Context: an optimization exercise on an open-source flow, tuned for small area. The choices shown serve that exercise and are no tape-out recipe.
The RTL was checked by simulation tests, not by an equivalence proof against the original design.
Power is estimated from default activity; no workload was simulated.

[flow/run.sh]
#!/bin/bash
# Standard ORFS layout with two changes: port buffers use the smallest
# buffer, and clock tree synthesis inserts no dummy loads.
set -euo pipefail
export BUFFER_PORTS_ARGS="-buffer_cell sky130_fd_sc_hd__buf_1"
export CTS_ARGS="-sink_clustering_enable -repair_clock_nets -dont_use_dummy_load -sink_clustering_size 18 -sink_clustering_max_diameter 60 -buf_list sky130_fd_sc_hd__clkbuf_8"
bash standard.sh > flow_make.log 2>&1
[standard.sh]
#!/bin/bash
# synth_recipe.tcl (not shown) runs the flow's synth.tcl, then flattens the netlist and writes it again
# the make line also repeats each setting of config.mk as NAME=value (left out here)
make -C /OpenROAD-flow-scripts/flow DESIGN_CONFIG=/design/flow/config.mk WORK_HOME=/design/flow/orfs CLKGATE_MAP_FILE= SYNTH_SCRIPT=/design/flow/synth_recipe.tcl "${@:-finish}"
[config.mk]
export PLATFORM = sky130hd
export DESIGN_NAME = alu_issue_stage
export DESIGN_NICKNAME = alu_issue_stage
export VERILOG_FILES = /design/flow/design.v
export SDC_FILE = /design/flow/constraint.sdc
export NUM_CORES = 4
export LEC_CHECK = 0
export CAP_MARGIN = 10
export CORE_MARGIN = 2
export CORE_UTILIZATION = 50
export CTS_BUF_LIST = sky130_fd_sc_hd__clkbuf_8
export CTS_CLUSTER_DIAMETER = 60
export CTS_CLUSTER_SIZE = 18
export PLACE_DENSITY = 0.6
export SLEW_MARGIN = 10
export SYNTH_HIERARCHICAL = 1
[constraint.sdc]
create_clock -name core_clock -period 8.0 [get_ports {clk}]
set_input_delay 1.6000 -clock core_clock [delete_from_list [all_inputs] [get_ports {clk}]]
set_output_delay 1.6000 -clock core_clock [all_outputs]
set_load 0.01 [all_outputs]
[design.v]
module alu_issue_stage #(
  parameter int N    = 32,
  parameter int NREG = 32,
  parameter int AW   = $clog2(NREG)
) (
  input  logic          clk,
  input  logic          rst,
  input  logic          cmd_valid,
  output logic          cmd_ready,
  input  logic [3:0]    cmd_op,
  input  logic [AW-1:0] cmd_rd,
  input  logic [AW-1:0] cmd_rs,
  input  logic [AW-1:0] cmd_rt,
  input  logic          ld_en,
  input  logic [AW-1:0] ld_addr,
  input  logic [N-1:0]  ld_data,
  output logic [N-1:0]  alu_X,
  output logic [N-1:0]  alu_Y,
  output logic [3:0]    alu_op,
  input  logic [N-1:0]  alu_Z,
  input  logic          alu_equal,
  input  logic          alu_overflow,
  input  logic          alu_zero,
  output logic          wb_valid,
  output logic [AW-1:0] wb_rd,
  output logic [N-1:0]  wb_data,
  output logic          flag_equal,
  output logic          flag_zero,
  output logic          flag_ovf,
  output logic          sticky_ovf,
  input  logic          flag_clr,
  output logic          bad_op,
  input  logic [AW-1:0] dbg_addr,
  output logic [N-1:0]  dbg_data,
  output logic [1:0]    dbg_state
);
  localparam logic [1:0] S_IDLE = 2'd0;
  localparam logic [1:0] S_EXEC = 2'd1;
  localparam logic [1:0] S_WB   = 2'd2;
  localparam logic [1:0] S_TRAP = 2'd3;
  logic [1:0]    state_q, state_d;
  logic          in_idle, in_wb;
  logic [N-1:0]  regs_q [NREG];    
  logic [N-1:0]  regs_d [NREG];
  logic [NREG-1:0] vld_q;          
  logic [N-1:0]  xz_q;             
  logic [AW-1:0] rt_q;             
  logic [3:0]    op_q;             
  logic [AW-1:0] rd_q;             
  logic          eq_q, zero_q, ovf_q;
  logic          sticky_q;
  logic          op_reserved, op_arith;
  logic          accept;
  logic [AW-1:0] pa_addr;
  logic [NREG-1:0] pa_sel, pd_sel, pa_sel_n, pd_sel_n;
  logic [N-1:0]  pa_data, pd_data;
  logic          we;
  logic [AW-1:0] wa;
  logic [N-1:0]  wd, wd_n;
  logic [NREG-1:0] row_hit, row_we, row_nwe;
  assign in_idle = (state_q == S_IDLE);
  assign in_wb   = (state_q == S_WB);
  assign op_reserved = (op_q == 4'd4) || (op_q >= 4'd11);
  assign op_arith    = (op_q == 4'd5) || (op_q == 4'd6);
  assign cmd_ready = in_idle && !ld_en;
  assign accept    = cmd_ready && cmd_valid;
  always_comb begin
    state_d = state_q;
    case (state_q)
      S_IDLE: if (accept) state_d = S_EXEC;
      S_EXEC: state_d = S_WB;
      S_WB:   state_d = ovf_q ? S_TRAP : S_IDLE;
      S_TRAP: if (flag_clr) state_d = S_IDLE;
      default: state_d = S_IDLE;
    endcase
  end
  always_ff @(posedge clk or posedge rst) begin
    if (rst) begin
      state_q  <= S_IDLE;
      sticky_q <= 1'b0;
    end else begin
      state_q  <= state_d;
      if (flag_clr)            sticky_q <= 1'b0;
      else if (in_wb && ovf_q) sticky_q <= 1'b1;
    end
  end
  assign pa_addr = in_idle ? cmd_rs : rt_q;
  always_comb begin
    pa_sel_n = '1;
    pd_sel_n = '1;
    for (int i = 1; i < NREG; i++) begin
      pa_sel_n[i] = !((pa_addr == i) && vld_q[i]);
      pd_sel_n[i] = !((dbg_addr == i) && vld_q[i]);
    end
  end
  assign pa_sel[0] = 1'b0;
  assign pd_sel[0] = 1'b0;
  for (genvar i = 1; i < NREG; i++) begin : g_rsel
    ais_inv u_pa (.a(pa_sel_n[i]), .y(pa_sel[i]));
    ais_inv u_pd (.a(pd_sel_n[i]), .y(pd_sel[i]));
  end
  for (genvar b = 0; b < N; b++) begin : g_rd
    logic [NREG-1:0] col;
    for (genvar i = 0; i < NREG; i++) begin : g_col
      assign col[i] = regs_q[i][b];
    end
    ais_read31 u_pa (.sel(pa_sel[NREG-1:1]), .d(col[NREG-1:1]), .y(pa_data[b]));
    ais_read31 u_pd (.sel(pd_sel[NREG-1:1]), .d(col[NREG-1:1]), .y(pd_data[b]));
  end
  always_ff @(posedge clk) begin
    xz_q   <= in_idle ? pa_data : alu_Z;
    rt_q   <= cmd_rt;
    eq_q   <= alu_equal;
    zero_q <= alu_zero;
    ovf_q  <= alu_overflow && op_arith;
    if (in_idle) begin
      op_q <= cmd_op;
      rd_q <= cmd_rd;
    end
  end
  assign wa = in_idle ? ld_addr : rd_q;
  for (genvar b = 0; b < N; b++) begin : g_wd
    ais_mux2i u_m (.a(xz_q[b]), .b(ld_data[b]), .s(in_idle), .y(wd_n[b]));
    ais_inv   u_i (.a(wd_n[b]), .y(wd[b]));
  end
  assign we = in_idle ? ld_en : (in_wb && !op_reserved && !ovf_q);
  always_comb begin
    row_hit = '0;
    for (int i = 1; i < NREG; i++) row_hit[i] = we && (wa == i);
  end
  assign row_nwe[0] = 1'b1;
  assign row_we[0]  = 1'b0;
  for (genvar i = 1; i < NREG; i++) begin : g_wen
    ais_inv u_n (.a(row_hit[i]), .y(row_nwe[i]));
    ais_inv u_p (.a(row_nwe[i]), .y(row_we[i]));
  end
  always_ff @(posedge clk or posedge rst) begin
    if (rst) begin
      vld_q <= '0;
    end else begin
      for (int i = 1; i < NREG; i++)
        if (row_hit[i]) vld_q[i] <= 1'b1;
    end
  end
  assign regs_d[0] = '0;
  for (genvar i = 1; i < NREG; i++) begin : g_row
    for (genvar b = 0; b < N; b++) begin : g_bit
      ais_wsel u_w (.q(regs_q[i][b]), .d(wd[b]), .we(row_we[i]), .nwe(row_nwe[i]),
                    .y(regs_d[i][b]));
    end
  end
  always_ff @(posedge clk) begin
    for (int i = 1; i < NREG; i++) regs_q[i] <= regs_d[i];
  end
  always_comb begin
    alu_X      = xz_q;
    alu_Y      = pa_data;
    alu_op     = op_q;
    wb_valid   = in_wb;
    wb_rd      = rd_q;
    wb_data    = xz_q;
    flag_equal = eq_q && !op_reserved;
    flag_zero  = zero_q && !op_reserved;
    flag_ovf   = ovf_q;
    sticky_ovf = sticky_q;
    bad_op     = in_wb && op_reserved;
    dbg_data   = pd_data;
    dbg_state  = state_q;
  end
endmodule
module ais_wsel (
  input  logic q,
  input  logic d,
  input  logic we,
  input  logic nwe,
  output logic y
);
  assign y = (q | we) & (d | nwe);
endmodule
module ais_read31 (
  input  logic [30:0] sel,
  input  logic [30:0] d,
  output logic        y
);
  logic [10:0] t_n;
  for (genvar g = 0; g < 10; g++) begin : g_aoi
    ais_aoi222 u_a (.a(d[3*g+2:3*g]), .s(sel[3*g+2:3*g]), .y(t_n[g]));
  end
  assign t_n[10] = !(d[30] && sel[30]);
  ais_nand11 u_n (.a(t_n), .y(y));
endmodule
module ais_aoi222 (
  input  logic [2:0] a,
  input  logic [2:0] s,
  output logic       y
);
  assign y = !((a[0] & s[0]) | (a[1] & s[1]) | (a[2] & s[2]));
endmodule
module ais_nand11 (
  input  logic [10:0] a,
  output logic        y
);
  assign y = !(&a);
endmodule
module ais_inv (
  input  logic a,
  output logic y
);
  assign y = !a;
endmodule
module ais_mux2i (
  input  logic a,
  input  logic b,
  input  logic s,
  output logic y
);
  assign y = !(s ? b : a);
endmodule
==> reports/results.ini, run 1 <==
[sta]
post-route-period-util_pct=84.8
slew_headroom_pct=8.70
finalSetupViolCount=0
period_needed_ns=6.78
drv_slew=0
rsz0062_at_grt=no
tns_ns=0
finClkSkew_ns=0.0826
fmax_ghz=0.147
worst_slew_pin_slew_ns=1.37
hold_viol=0

[finish]
fill_cells=7351
layout_commonest_cell=dfxtp_1
layout-drive-gt1-share_pct=7.11
layout_common_cells=dfxtp_1 (1032), o22a_1 (992), a222oi_1 (640)
finalNetCount=4138
utilization_pct=55.5
synthToLayoutAreaGrowth_pct=10.4

[critical_path]
timing.rr.start=state_q[1]$_DFFE_PP0P_
r2r_end=regs_q[6][2]$_DFF_P_
start_kind=register
crit_chain=or2_4, inv_4, mux2i_1, nor2_1, nand3_1, inv_1, buf_4, a222oi_1, nand4_1, or3_1, buf_1
critPathMaxStageDelay_ns=0.63
end_kind=primary output
crit_fanout=18
r2r_setup_slack_ns=2.80
arrival_ns=5.18
critPathBufInv=4
crit_family=simple AND/OR/NAND/NOR gates
rr_worst_depth=11
slowest_stage=or3_1
cp.required_ns=6.40
path_class=register to primary output

[grt]
grt_max_degree=47
grt_pass1_vias=39380
grt_overflow=0
grt_pass1_wl_um=271000
antenna_found_initial=8
track_usage_pct=42.4

[yosys]
synth_nets=3711
yosysWarnings=11
ys_types=62
synth_seq_cells=1075
synth_seq_area_share_pct=52.0
syn_avg_cell_area_um2=11.6
syn_inst=3610
ys.flop_type=dfxtp_1
ys_top_cells_by_area=dfxtp_1 (49%), o22a_1 (21%), a222oi_1 (15%), dfrtp_1 (2.0%), nand4_1 (1.9%)
netlist_area_mm2=0.0418
synth-edff-count=9
async_reset_ff_share_pct=3.16
synth_area_leader_cell=dfxtp_1
synth_top_area_share_pct=49.4

[detailed_routing]
drc_errors=0
drtPass1Iterations=15
drt-vias-per-instance=8.04
drt_iter0_drc=9333
vias=41133
drt_wl_total_um=190000
wl_per_cell_um=37.2
antenna_left=0

[power_and_ir_drop]
irDropWorstVdd_mv=0.236
p_per_area_mw_per_mm2=388
power.leakage_nw=17.3

[hold_path]
min_to=ovf_q$_DFF_P_
hold_depth=1
hp-start=op_q[3]$_DFFE_PP_
hold_path.class=register to register

[die]
die_w_um=293
rows=106
fp.dieArea_mm2=0.0860
die_y_um=293
start_util_pct=50.2
core_area_mm2=0.0833
io-pin-count=247

[clocking]
clk_pin_slew_ns=0.09
htree_levels=3
clk_latency_ns=0.77
cts_max_path_buffers=3
cts_buffers=88
cts.sinks=1075
post_cts_resized=0
post-cts-setup-buffer-count=0
hold_buffers=0
root_buffer=clkbuf_8
cts_tree=yes

[run_status]
status=no timing/DRC/antenna violations

[placed_design]
numPortBuffers=246
hpwl_um=118000
gp_congestion=1.06

[run]
maxCapViolations=0

[sequential cells by signal (all words and copies together) (netlist names)]
name	count
rd_q	5
zero_q	1
eq_q	1
state_q	2
sticky_q	1
xz_q	32
vld_q	31
rt_q	5
regs_q	992
op_q	4
ovf_q	1
[per-module statistics from Yosys (local to each module, per instance)]
module	times used	flops+latches	cells	cell area (um2)
ais_nand11	64	0	4	23.8
ais_wsel	992	0	1	8.76
ais_mux2i	32	0	1	10.0
ais_read31	64	0	1	3.75
ais_aoi222	640	0	1	10.0
ais_inv	156	0	1	3.75
alu_issue_stage	1	1075	1470	24100
[metal layers]
layer / GRT usage [%] / routed length (um) / up-vias
met5: 0 / 37 / -
met4: 24.8 / 12600 / 6
met3: 11.5 / 27100 / 597
met2: 63.1 / 80800 / 3452
met1: 55.3 / 69700 / 20265
li1: - / - / 16813
[how the worst max path moves through the flow]
stage | start | to | slack [ns] | cells after the start
6_report | state_q[1]$_DFFE_PP0P_ | alu_Y[1] | 1.22 | 11
5_1_grt | state_q[1]$_DFFE_PP0P_ | alu_Y[17] | 1.15 | 11
4_1_cts | state_q[1]$_DFFE_PP0P_ | alu_Y[17] | 1.41 | 11
3_5_place_dp | cmd_rs[0] | alu_Y[28] | 1.61 | 11
3_3_place_gp | cmd_rs[0] | alu_Y[4] | 1.66 | 11
2_1_floorplan | cmd_rs[1] | alu_Y[0] | 3.12 | 8
[synth_stat cells (9+ instances only)]
cell,n
nand3_1,130
mux2i_1,33
nor3_2,9
a31o_2,15
dfxtp_1,1032
or3_1,65
dfrtp_1,34
nand4_1,128
buf_4,33
o22a_1,992
a31o_1,10
inv_1,163
a222oi_1,640
nor2_1,23
buf_2,11
nand2_1,176
nor3_1,22
edfxtp_1,9
[layout make-up]
| class | instances | area [um2] | area share, % |
|---|---|---|---|
| antenna | 4 | 10.0 | 0.0217 |
| clock buffer | 88 | 1210 | 2.62 |
| inverter | 164 | 618 | 1.34 |
| multi-input combinational | 2317 | 19100 | 41.3 |
| sequential | 1075 | 21800 | 47.1 |
| tap | 1080 | 1350 | 2.92 |
| timing repair buffer | 391 | 2130 | 4.61 |
[per-stage QoR]
step	total power, mW	cells	cell area (um2)	hold WS [ns]	worst slack, ns
3_5_place_dp	15.0	5022	44800	0.477	1.61
3_3_place_gp	14.6	5021	44800	0.473	1.66
6_report	17.9	5119	46200	0.492	1.22
5_1_grt	18.7	5117	46200	0.511	1.15
4_1_cts	17.7	5110	46100	0.492	1.41
2_1_floorplan	13.2	3610	41800	0.448	3.12
[cells by family after synthesis]
logic type,count (synthesis),share of synthesized area (%)
flops,1075,52.0
buf+inv,218,2.33
compound gates,1690,37.3
simple gates,588,7.34
mux,38,0.954
xor+xnor,1,0.0209
[power breakdown]
part / internal (mW) / switching (mW) / leakage [nW] / total [mW]
clock: 0.983 / 1.78 / 0.633 / 2.77
sequential: 8.13 / 2.25 / 9.17 / 10.4
combinational: 2.44 / 2.33 / 7.51 / 4.77
==> run 2, diff against run 1 <==
--- a/design.v
+++ b/design.v
@@ -54,3 +54,4 @@
   logic [AW-1:0] pa_addr;
-  logic [NREG-1:0] pa_sel, pd_sel, pa_sel_n, pd_sel_n;
+  logic [NREG-1:0] pa_sel_n, pd_sel_n;
+  logic [NREG-1:0] pa_sel [2], pd_sel [2];    
   logic [N-1:0]  pa_data, pd_data;
@@ -58,4 +59,6 @@
   logic [AW-1:0] wa;
-  logic [N-1:0]  wd, wd_n;
-  logic [NREG-1:0] row_hit, row_we, row_nwe;
+  logic [N-1:0]  wd_n;
+  logic [N-1:0]  wd [2];                      
+  logic [NREG-1:0] row_hit;
+  logic [NREG-1:0] row_we [2], row_nwe [2];   
   assign in_idle = (state_q == S_IDLE);
@@ -95,7 +98,9 @@
   end
-  assign pa_sel[0] = 1'b0;
-  assign pd_sel[0] = 1'b0;
-  for (genvar i = 1; i < NREG; i++) begin : g_rsel
-    ais_inv u_pa (.a(pa_sel_n[i]), .y(pa_sel[i]));
-    ais_inv u_pd (.a(pd_sel_n[i]), .y(pd_sel[i]));
+  for (genvar h = 0; h < 2; h++) begin : g_rsel
+    assign pa_sel[h][0] = 1'b0;
+    assign pd_sel[h][0] = 1'b0;
+    for (genvar i = 1; i < NREG; i++) begin : g_row
+      ais_inv u_pa (.a(pa_sel_n[i]), .y(pa_sel[h][i]));
+      ais_inv u_pd (.a(pd_sel_n[i]), .y(pd_sel[h][i]));
+    end
   end
@@ -106,4 +111,4 @@
     end
-    ais_read31 u_pa (.sel(pa_sel[NREG-1:1]), .d(col[NREG-1:1]), .y(pa_data[b]));
-    ais_read31 u_pd (.sel(pd_sel[NREG-1:1]), .d(col[NREG-1:1]), .y(pd_data[b]));
+    ais_read31 u_pa (.sel(pa_sel[b/16][NREG-1:1]), .d(col[NREG-1:1]), .y(pa_data[b]));
+    ais_read31 u_pd (.sel(pd_sel[b/16][NREG-1:1]), .d(col[NREG-1:1]), .y(pd_data[b]));
   end
@@ -123,3 +128,4 @@
     ais_mux2i u_m (.a(xz_q[b]), .b(ld_data[b]), .s(in_idle), .y(wd_n[b]));
-    ais_inv   u_i (.a(wd_n[b]), .y(wd[b]));
+    ais_inv   u_lo (.a(wd_n[b]), .y(wd[0][b]));
+    ais_inv   u_hi (.a(wd_n[b]), .y(wd[1][b]));
   end
@@ -130,7 +136,9 @@
   end
-  assign row_nwe[0] = 1'b1;
-  assign row_we[0]  = 1'b0;
-  for (genvar i = 1; i < NREG; i++) begin : g_wen
-    ais_inv u_n (.a(row_hit[i]), .y(row_nwe[i]));
-    ais_inv u_p (.a(row_nwe[i]), .y(row_we[i]));
+  for (genvar h = 0; h < 2; h++) begin : g_wen
+    assign row_nwe[h][0] = 1'b1;
+    assign row_we[h][0]  = 1'b0;
+    for (genvar i = 1; i < NREG; i++) begin : g_row
+      ais_inv u_n (.a(row_hit[i]), .y(row_nwe[h][i]));
+      ais_inv u_p (.a(row_nwe[h][i]), .y(row_we[h][i]));
+    end
   end
@@ -147,3 +155,3 @@
     for (genvar b = 0; b < N; b++) begin : g_bit
-      ais_wsel u_w (.q(regs_q[i][b]), .d(wd[b]), .we(row_we[i]), .nwe(row_nwe[i]),
+      ais_wsel u_w (.q(regs_q[i][b]), .d(wd[i/16][b]), .we(row_we[b/16][i]), .nwe(row_nwe[b/16][i]),
                     .y(regs_d[i][b]));
==> flow/run.sh (replaced) <==
#!/bin/bash
# Standard ORFS layout with two changes: port buffers use the smallest
# buffer, and clock tree synthesis inserts no dummy loads.
set -euo pipefail
export BUFFER_PORTS_ARGS="-buffer_cell sky130_fd_sc_hd__buf_1"
export CTS_ARGS="-sink_clustering_enable -repair_clock_nets -dont_use_dummy_load -sink_clustering_size 16 -sink_clustering_max_diameter 60 -buf_list sky130_fd_sc_hd__clkbuf_8"
bash standard.sh > flow_make.log 2>&1
--- a/config.mk
+++ b/config.mk
@@ -12,3 +12,3 @@
 export CTS_CLUSTER_DIAMETER = 60
-export CTS_CLUSTER_SIZE = 18
+export CTS_CLUSTER_SIZE = 16
 export PLACE_DENSITY = 0.6
==> reports/results.ini, run 2 <==
[clocking]
cts.sinks=1075
cts_tree=yes
post_cts_resized=0
root_buffer=clkbuf_8
cts_buffers=90
cts_max_path_buffers=3
hold_buffers=0
htree_levels=3
post-cts-setup-buffer-count=0
clk_latency_ns=0.77
clk_pin_slew_ns=0.10

[yosys]
ys_types=62
async_reset_ff_share_pct=3.16
syn_avg_cell_area_um2=11.3
synthTopCellsByCount=dfxtp_1 (1032), o22a_1 (992), a222oi_1 (640)
synth_top_area_share_pct=48.7
ys.flop_type=dfxtp_1
synth_seq_area_share_pct=51.3
netlist_area_mm2=0.0424
syn_inst=3766
synth_seq_cells=1075
synth_area_leader_cell=dfxtp_1
synth_nets=3867
ys_top_cells_by_area=dfxtp_1 (49%), o22a_1 (20%), a222oi_1 (15%), inv_1 (2.8%), dfrtp_1 (2.0%)
synth-edff-count=9
synth.most_common_cell=dfxtp_1
yosysWarnings=20

[detailed_routing]
wl_met3_um=28700
antenna_left=0
met1_length_um=70300
drt_wl_total_um=199000
drc_errors=0
drt-vias-per-instance=8.06
drt_iter0_drc=9780
drtPass1Iterations=15
wl_per_cell_um=37.9
vias=42198
wl_met2_um=81900
highest_layer=met5

[die]
die_y_um=295
io-pin-count=247
fp.dieArea_mm2=0.0872
die_w_um=295
rows=106
core_area_mm2=0.0838
start_util_pct=50.6

[sta]
period_needed_ns=7.61
slew_headroom_pct=20.1
drv_slew=0
worst_slew_pin_slew_ns=1.20
finalSetupViolCount=0
hold_viol=0
rsz0062_at_grt=no
tns_ns=0
whs_ns=0.504
layout_setup_ws_ns=0.388
post-route-period-util_pct=95.1
finClkSkew_ns=0.0931
fmax_ghz=0.131

[critical_path]
cp.required_ns=6.40
start_kind=register
r2r_setup_slack_ns=2.48
critPathBufInv=3
crit_family=simple AND/OR/NAND/NOR gates
crit_chain=or2_4, inv_4, mux2i_1, nor2_1, nand3_1, inv_1, a222oi_1, nand4_1, or3_1, buf_1
end_kind=primary output
crit_fanout=47
slowest_stage=or2_4
path_class=register to primary output
critPathMaxStageDelay_ns=0.81
arrival_ns=6.01

[power_and_ir_drop]
p_int_mw=11.5
p_sw_mw=6.60
pwr-share-seq_pct=57.8
power.leakage_nw=18.2
power_frac_comb_pct=26.8
irDropWorstVdd_mv=0.199
p_per_area_mw_per_mm2=393
p_total_mw=18.1
clkPwrFrac_pct=15.3
sw_frac_of_total_pct=36.4

[run]
maxCapViolations=0

[grt]
antenna_found_initial=10
grt_overflow=0
grt_pass1_wl_um=279000
track_usage_pct=43.7
grt_max_degree=48
grt_pass1_vias=39541

[placed_design]
dp_slack_ns=1.56
gp_congestion=0.989
hpwl_um=130000
numPortBuffers=246

[finish]
largestRegisters=regs_q x992, xz_q x32, vld_q x31
synthToLayoutAreaGrowth_pct=8.52
finalNetCount=4201
largest_register=regs_q
layout_common_cells=dfxtp_1 (1032), o22a_1 (992), a222oi_1 (640)
layout-drive-gt1-share_pct=4.47
largest_reg_flops=992
utilization_pct=54.9
layout_commonest_cell=dfxtp_1

[hold_path]
hold_path.class=register to register

[run_status]
status=no timing/DRC/antenna violations

[run 2: changes by cell type in the layout (fill, tap and decap cells not counted), sizes merged]
cell | previous run | this run
inv | 136 | 320
buf | 391 | 296
clkinv | 28 | 0
clkbuf | 88 | 90
diode | 4 | 3
[run 2: cells by family (layout without fill, tap and decap cells)]
| group | count (synthesis) | in the layout | share of synthesized area [%] |
|---|---|---|---|
| compound gates | 1690 | 1690 | 36.8 |
| flops | 1075 | 1075 | 51.3 |
| simple gates | 588 | 588 | 7.24 |
| buf+inv | 374 | 706 | 3.67 |
| mux | 38 | 38 | 0.941 |
| xor+xnor | 1 | 1 | 0.0206 |
| other cells | 0 | 3 | 0 |
[run 2: final timing paths]
check	start	end	depth (start not counted)
setup reg to reg	state_q[1]$_DFFE_PP0P_	xz_q[4]$_DFF_P_	11
setup / recovery	state_q[1]$_DFFE_PP0P_	alu_Y[4]	10
hold / removal	regs_q[17][28]$_DFF_P_	regs_q[17][28]$_DFF_P_	1
hold reg to reg	regs_q[17][28]$_DFF_P_	regs_q[17][28]$_DFF_P_	1
max in group asynchronous	rst	vld_q[9]$_DFFE_PP0P_	3
min in group asynchronous	rst	state_q[1]$_DFFE_PP0P_	3
[run 2: cell type report]
cell class,count,area (um2)
Timing Repair Buffer,296,1300
Antenna cell,3,7.51
Inverter,320,1200
Multi-Input combinational cell,2317,19100
Fill cell,7392,37800
Tap cell,1134,1420
Sequential cell,1075,21800
Clock buffer,90,1240
[run 2: per-layer routing]
layer	track usage, %	vias up
li1	-	16910
met1	55.4	20508
met2	64.2	3986
met3	11.8	782
met4	31.8	12
met5	0	-
[run 2: metrics by stage]
| step | instances | instance area, um2 |
|---|---|---|
| after floorplan | 3766 | 42400 |
| after global routing | 5233 | 46000 |
| after detailed placement | 5142 | 44800 |
| after global placement | 5142 | 44800 |
| final | 5235 | 46000 |
| after CTS | 5232 | 46000 |
[run 2: per-module statistics from Yosys, one instance, submodules excluded]
module | cells | copies in the design | area (um2) | flops+latches
alu_issue_stage | 1470 | 1 | 24100 | 1075
ais_nand11 | 4 | 64 | 23.8 | 0
ais_wsel | 1 | 992 | 8.76 | 0
ais_read31 | 1 | 64 | 3.75 | 0
ais_mux2i | 1 | 32 | 10.0 | 0
ais_aoi222 | 1 | 640 | 10.0 | 0
ais_inv | 1 | 312 | 3.75 | 0
[run 2: power by group through the flow]
| stage | Clock [mW] | Sequential (mW) | Combinational (mW) |
|---|---|---|---|
| floorplan | 0 | 9.82 | 3.39 |
| global placement | 0 | 10.3 | 4.53 |
| detailed placement | 0 | 10.5 | 4.71 |
| CTS | 2.80 | 10.4 | 4.72 |
| global route | 2.98 | 10.8 | 5.08 |
| finish | 2.78 | 10.5 | 4.86 |
==> run 3, diff against run 2 <==
--- a/design.v
+++ b/design.v
@@ -61,3 +61,3 @@
   logic [N-1:0]  wd [2];                      
-  logic [NREG-1:0] row_hit;
+  logic [NREG-1:0] row_hit, row_hit_n;
   logic [NREG-1:0] row_we [2], row_nwe [2];   
@@ -136,2 +136,6 @@
   end
+  assign row_hit_n[0] = 1'b1;
+  for (genvar i = 1; i < NREG; i++) begin : g_hitn
+    ais_inv u_x (.a(row_hit[i]), .y(row_hit_n[i]));
+  end
   for (genvar h = 0; h < 2; h++) begin : g_wen
@@ -141,3 +145,3 @@
       ais_inv u_n (.a(row_hit[i]), .y(row_nwe[h][i]));
-      ais_inv u_p (.a(row_nwe[h][i]), .y(row_we[h][i]));
+      ais_inv u_p (.a(row_hit_n[i]), .y(row_we[h][i]));
     end
==> reports/results.ini, run 3 <==
[run_status]
status=no timing/DRC/antenna violations

[critical_path]
timing.rr.start=state_q[1]$_DFFE_PP0P_
end_kind=primary output
arrival_ns=5.74
r2r_setup_slack_ns=2.89
r2r_end=xz_q[21]$_DFF_P_
start_kind=register
crit_fanout=47
crit_chain=or2_4, inv_4, mux2i_1, nor2_1, nand3_1, inv_1, a222oi_1, nand4_1, or3_1, buf_1
setup.worst_path.end=alu_Y[21]
slowest_stage=or2_4
cp.required_ns=6.40
cp-startpoint=state_q[1]$_DFFE_PP0P_
rr_worst_depth=11
critPathMaxStageDelay_ns=0.73
path_class=register to primary output

[detailed_routing]
drt_iter0_drc=9955
drt-vias-per-instance=8.02
wl_per_cell_um=37.9
drtPass1Iterations=21
antenna_left=0
drc_errors=0
vias=41855
drt_wl_total_um=198000

[clocking]
hold_buffers=0
cts_max_path_buffers=3
cts_tree=yes
cts_buffers=88
cts.sinks=1075
clk_latency_ns=0.76
htree_levels=3
root_buffer=clkbuf_8
clk_pin_slew_ns=0.08
post_cts_resized=0
post-cts-setup-buffer-count=0

[yosys]
synth_nets=3898
synth_seq_cells=1075
ys_top_cells_by_area=dfxtp_1 (49%), o22a_1 (20%), a222oi_1 (15%), inv_1 (3.1%), dfrtp_1 (2.0%)
yosysWarnings=20
syn_inst=3797
synth.most_common_cell=dfxtp_1
syn_avg_cell_area_um2=11.2
synth-edff-count=9
synth_area_leader_cell=dfxtp_1
synth_seq_area_share_pct=51.2
netlist_area_mm2=0.0425
async_reset_ff_share_pct=3.16
synthTopCellsByCount=dfxtp_1 (1032), o22a_1 (992), a222oi_1 (640)
ys_types=62
synth_top_area_share_pct=48.6
ys.flop_type=dfxtp_1

[placed_design]
hpwl_um=132000
placed_cell_area_mm2=0.0446
gp_congestion=1.02
numPortBuffers=246

[sta]
worst_slew_pin_slew_ns=1.05
drv_slew=0
period_needed_ns=7.34
slew_headroom_pct=29.6
tns_ns=0
hold_viol=0
post-route-period-util_pct=91.8
rsz0062_at_grt=no
finalSetupViolCount=0
fmax_ghz=0.136
finClkSkew_ns=0.0687

[die]
die_y_um=296
rows=106
io-pin-count=247
fp.dieArea_mm2=0.0874
core_area_mm2=0.0840
die_w_um=296
start_util_pct=50.7

[finish]
finalNetCount=4184
layout_commonest_cell=dfxtp_1
design_area_mm2=0.0458
layout_common_cells=dfxtp_1 (1032), o22a_1 (992), a222oi_1 (640)
largestRegisters=regs_q x992, xz_q x32, vld_q x31
largest_reg_flops=992
synthToLayoutAreaGrowth_pct=7.62
layout-drive-gt1-share_pct=3.31
largest_register=regs_q
fill_cells=7400

[grt]
grt_max_degree=52
grt_pass1_vias=40582
track_usage_pct=43.7
antenna_found_initial=7
grt_overflow=0
grt_pass1_wl_um=281000

[power_and_ir_drop]
power.leakage_nw=18.0
irDropWorstVdd_mv=0.305
p_per_area_mw_per_mm2=395

[hold_path]
hold_path.class=register to register

[run]
maxCapViolations=0

run 3: cell types whose count changed after synthesis:
cell,previous run,this run
inv_1,319,350
run 3: layout make-up:
type | instances | area (um2) | share of cell area (%)
Inverter | 351 | 1320 | 2.88
Antenna cell | 3 | 7.51 | 0.0164
Timing Repair Buffer | 250 | 953 | 2.08
Sequential cell | 1075 | 21800 | 47.6
Multi-Input combinational cell | 2317 | 19100 | 41.7
Clock buffer | 88 | 1210 | 2.65
Tap cell | 1134 | 1420 | 3.10
run 3: kinds of logic after synthesis:
logic type	synth area share, %
AO/OA/AOI/OAI	36.7
flip-flops	51.2
AND/OR/NAND/NOR	7.22
buffers and inverters	3.94
multiplexers	0.938
XOR/XNOR	0.0206
run 3: worst min path at each step:
| stage | startpoint | to | slack (ns) | depth (start not counted) |
|---|---|---|---|---|
| global placement | op_q[3]$_DFFE_PP_ | ovf_q$_DFF_P_ | 0.46 | 1 |
| floorplan | vld_q[14]$_DFFE_PP0P_ | vld_q[14]$_DFFE_PP0P_ | 0.45 | 1 |
| global route | regs_q[17][18]$_DFF_P_ | regs_q[17][18]$_DFF_P_ | 0.52 | 1 |
| finish | regs_q[31][19]$_DFF_P_ | regs_q[31][19]$_DFF_P_ | 0.50 | 1 |
| detailed placement | vld_q[14]$_DFFE_PP0P_ | vld_q[14]$_DFFE_PP0P_ | 0.47 | 1 |
| CTS | regs_q[31][19]$_DFF_P_ | regs_q[31][19]$_DFF_P_ | 0.50 | 1 |
run 3: per-layer routing:
layer | share of wire, % | track usage [%]
met1 | 34 | 52.3
met2 | 44 | 67.6
met3 | 13 | 10.6
met4 | 9.6 | 33.9
met5 | 0.031 | 0.166
run 3: per-stage QoR:
stage | hold slack [ns] | power [mW] | setup WS (ns) | cells | util (%)
finish | 0.503 | 18.1 | 0.658 | 5218 | 54.5
global route | 0.516 | 18.8 | 0.571 | 5217 | 54.5
global placement | 0.464 | 14.8 | 1.81 | 5127 | 53.1
floorplan | 0.448 | 13.2 | 3.27 | 3797 | -
detailed placement | 0.473 | 15.2 | 1.80 | 5127 | 53.1
CTS | 0.500 | 17.9 | 1.01 | 5215 | 54.5
run 3: where the power goes:
part           internal, mW  total (mW)  switching, mW
registers              8.13        10.5           2.37
logic                  2.37        4.82           2.45
clock network         0.983        2.76           1.78
total                  11.5        18.1           6.60
run 3: Yosys stat by module, one instance, submodules excluded:
module,flops+latches,cells inside,times used
ais_aoi222,0,1,640
ais_inv,0,1,343
ais_read31,0,1,64
ais_mux2i,0,1,32
alu_issue_stage,1075,1470,1
ais_nand11,0,4,64
ais_wsel,0,1,992
run 3: critical path, delay by kind of cell, from the launching register on:
kind	cells	cell delay (ns)
buffers and inverters	3	1.07
AND/OR/NAND/NOR	5	2.35
AO/OA/AOI/OAI	1	0.50
multiplexers	1	0.41
flip-flops	1	0.66

re-timing with driven ports:
Ports are ideal in the flow. The routed layouts listed here were re-timed in OpenROAD.
Step 1 assumes that a clkbuf_16 drives the clock port and a buf_2 every other input.
Step 2 moves the port delays by t, midway between the first and last clock arrival at a register: inputs arrive t later, outputs are due t later. That takes back most of the time a late clock gives input paths.
a / b / c = ideal ports / drivers / drivers and shift; a / b = the first two.
| run | t, ns | slack for setup (ns) | hold slack, ns | cell pins on the clock port's net |
|---|---|---|---|---|
| run 1 | 0.804 | 1.218 / 1.148 / 1.295 | 0.492 / 0.492 / 0.492 | 1 |
| run 2 | 0.803 | 0.388 / 0.313 / 1.069 | 0.504 / 0.504 / 0.504 | 1 |
| run 3 | 0.807 | 0.658 / 0.581 / 1.388 | 0.503 / 0.503 / 0.503 | 1 |
After both steps every run listed still meets setup and hold.
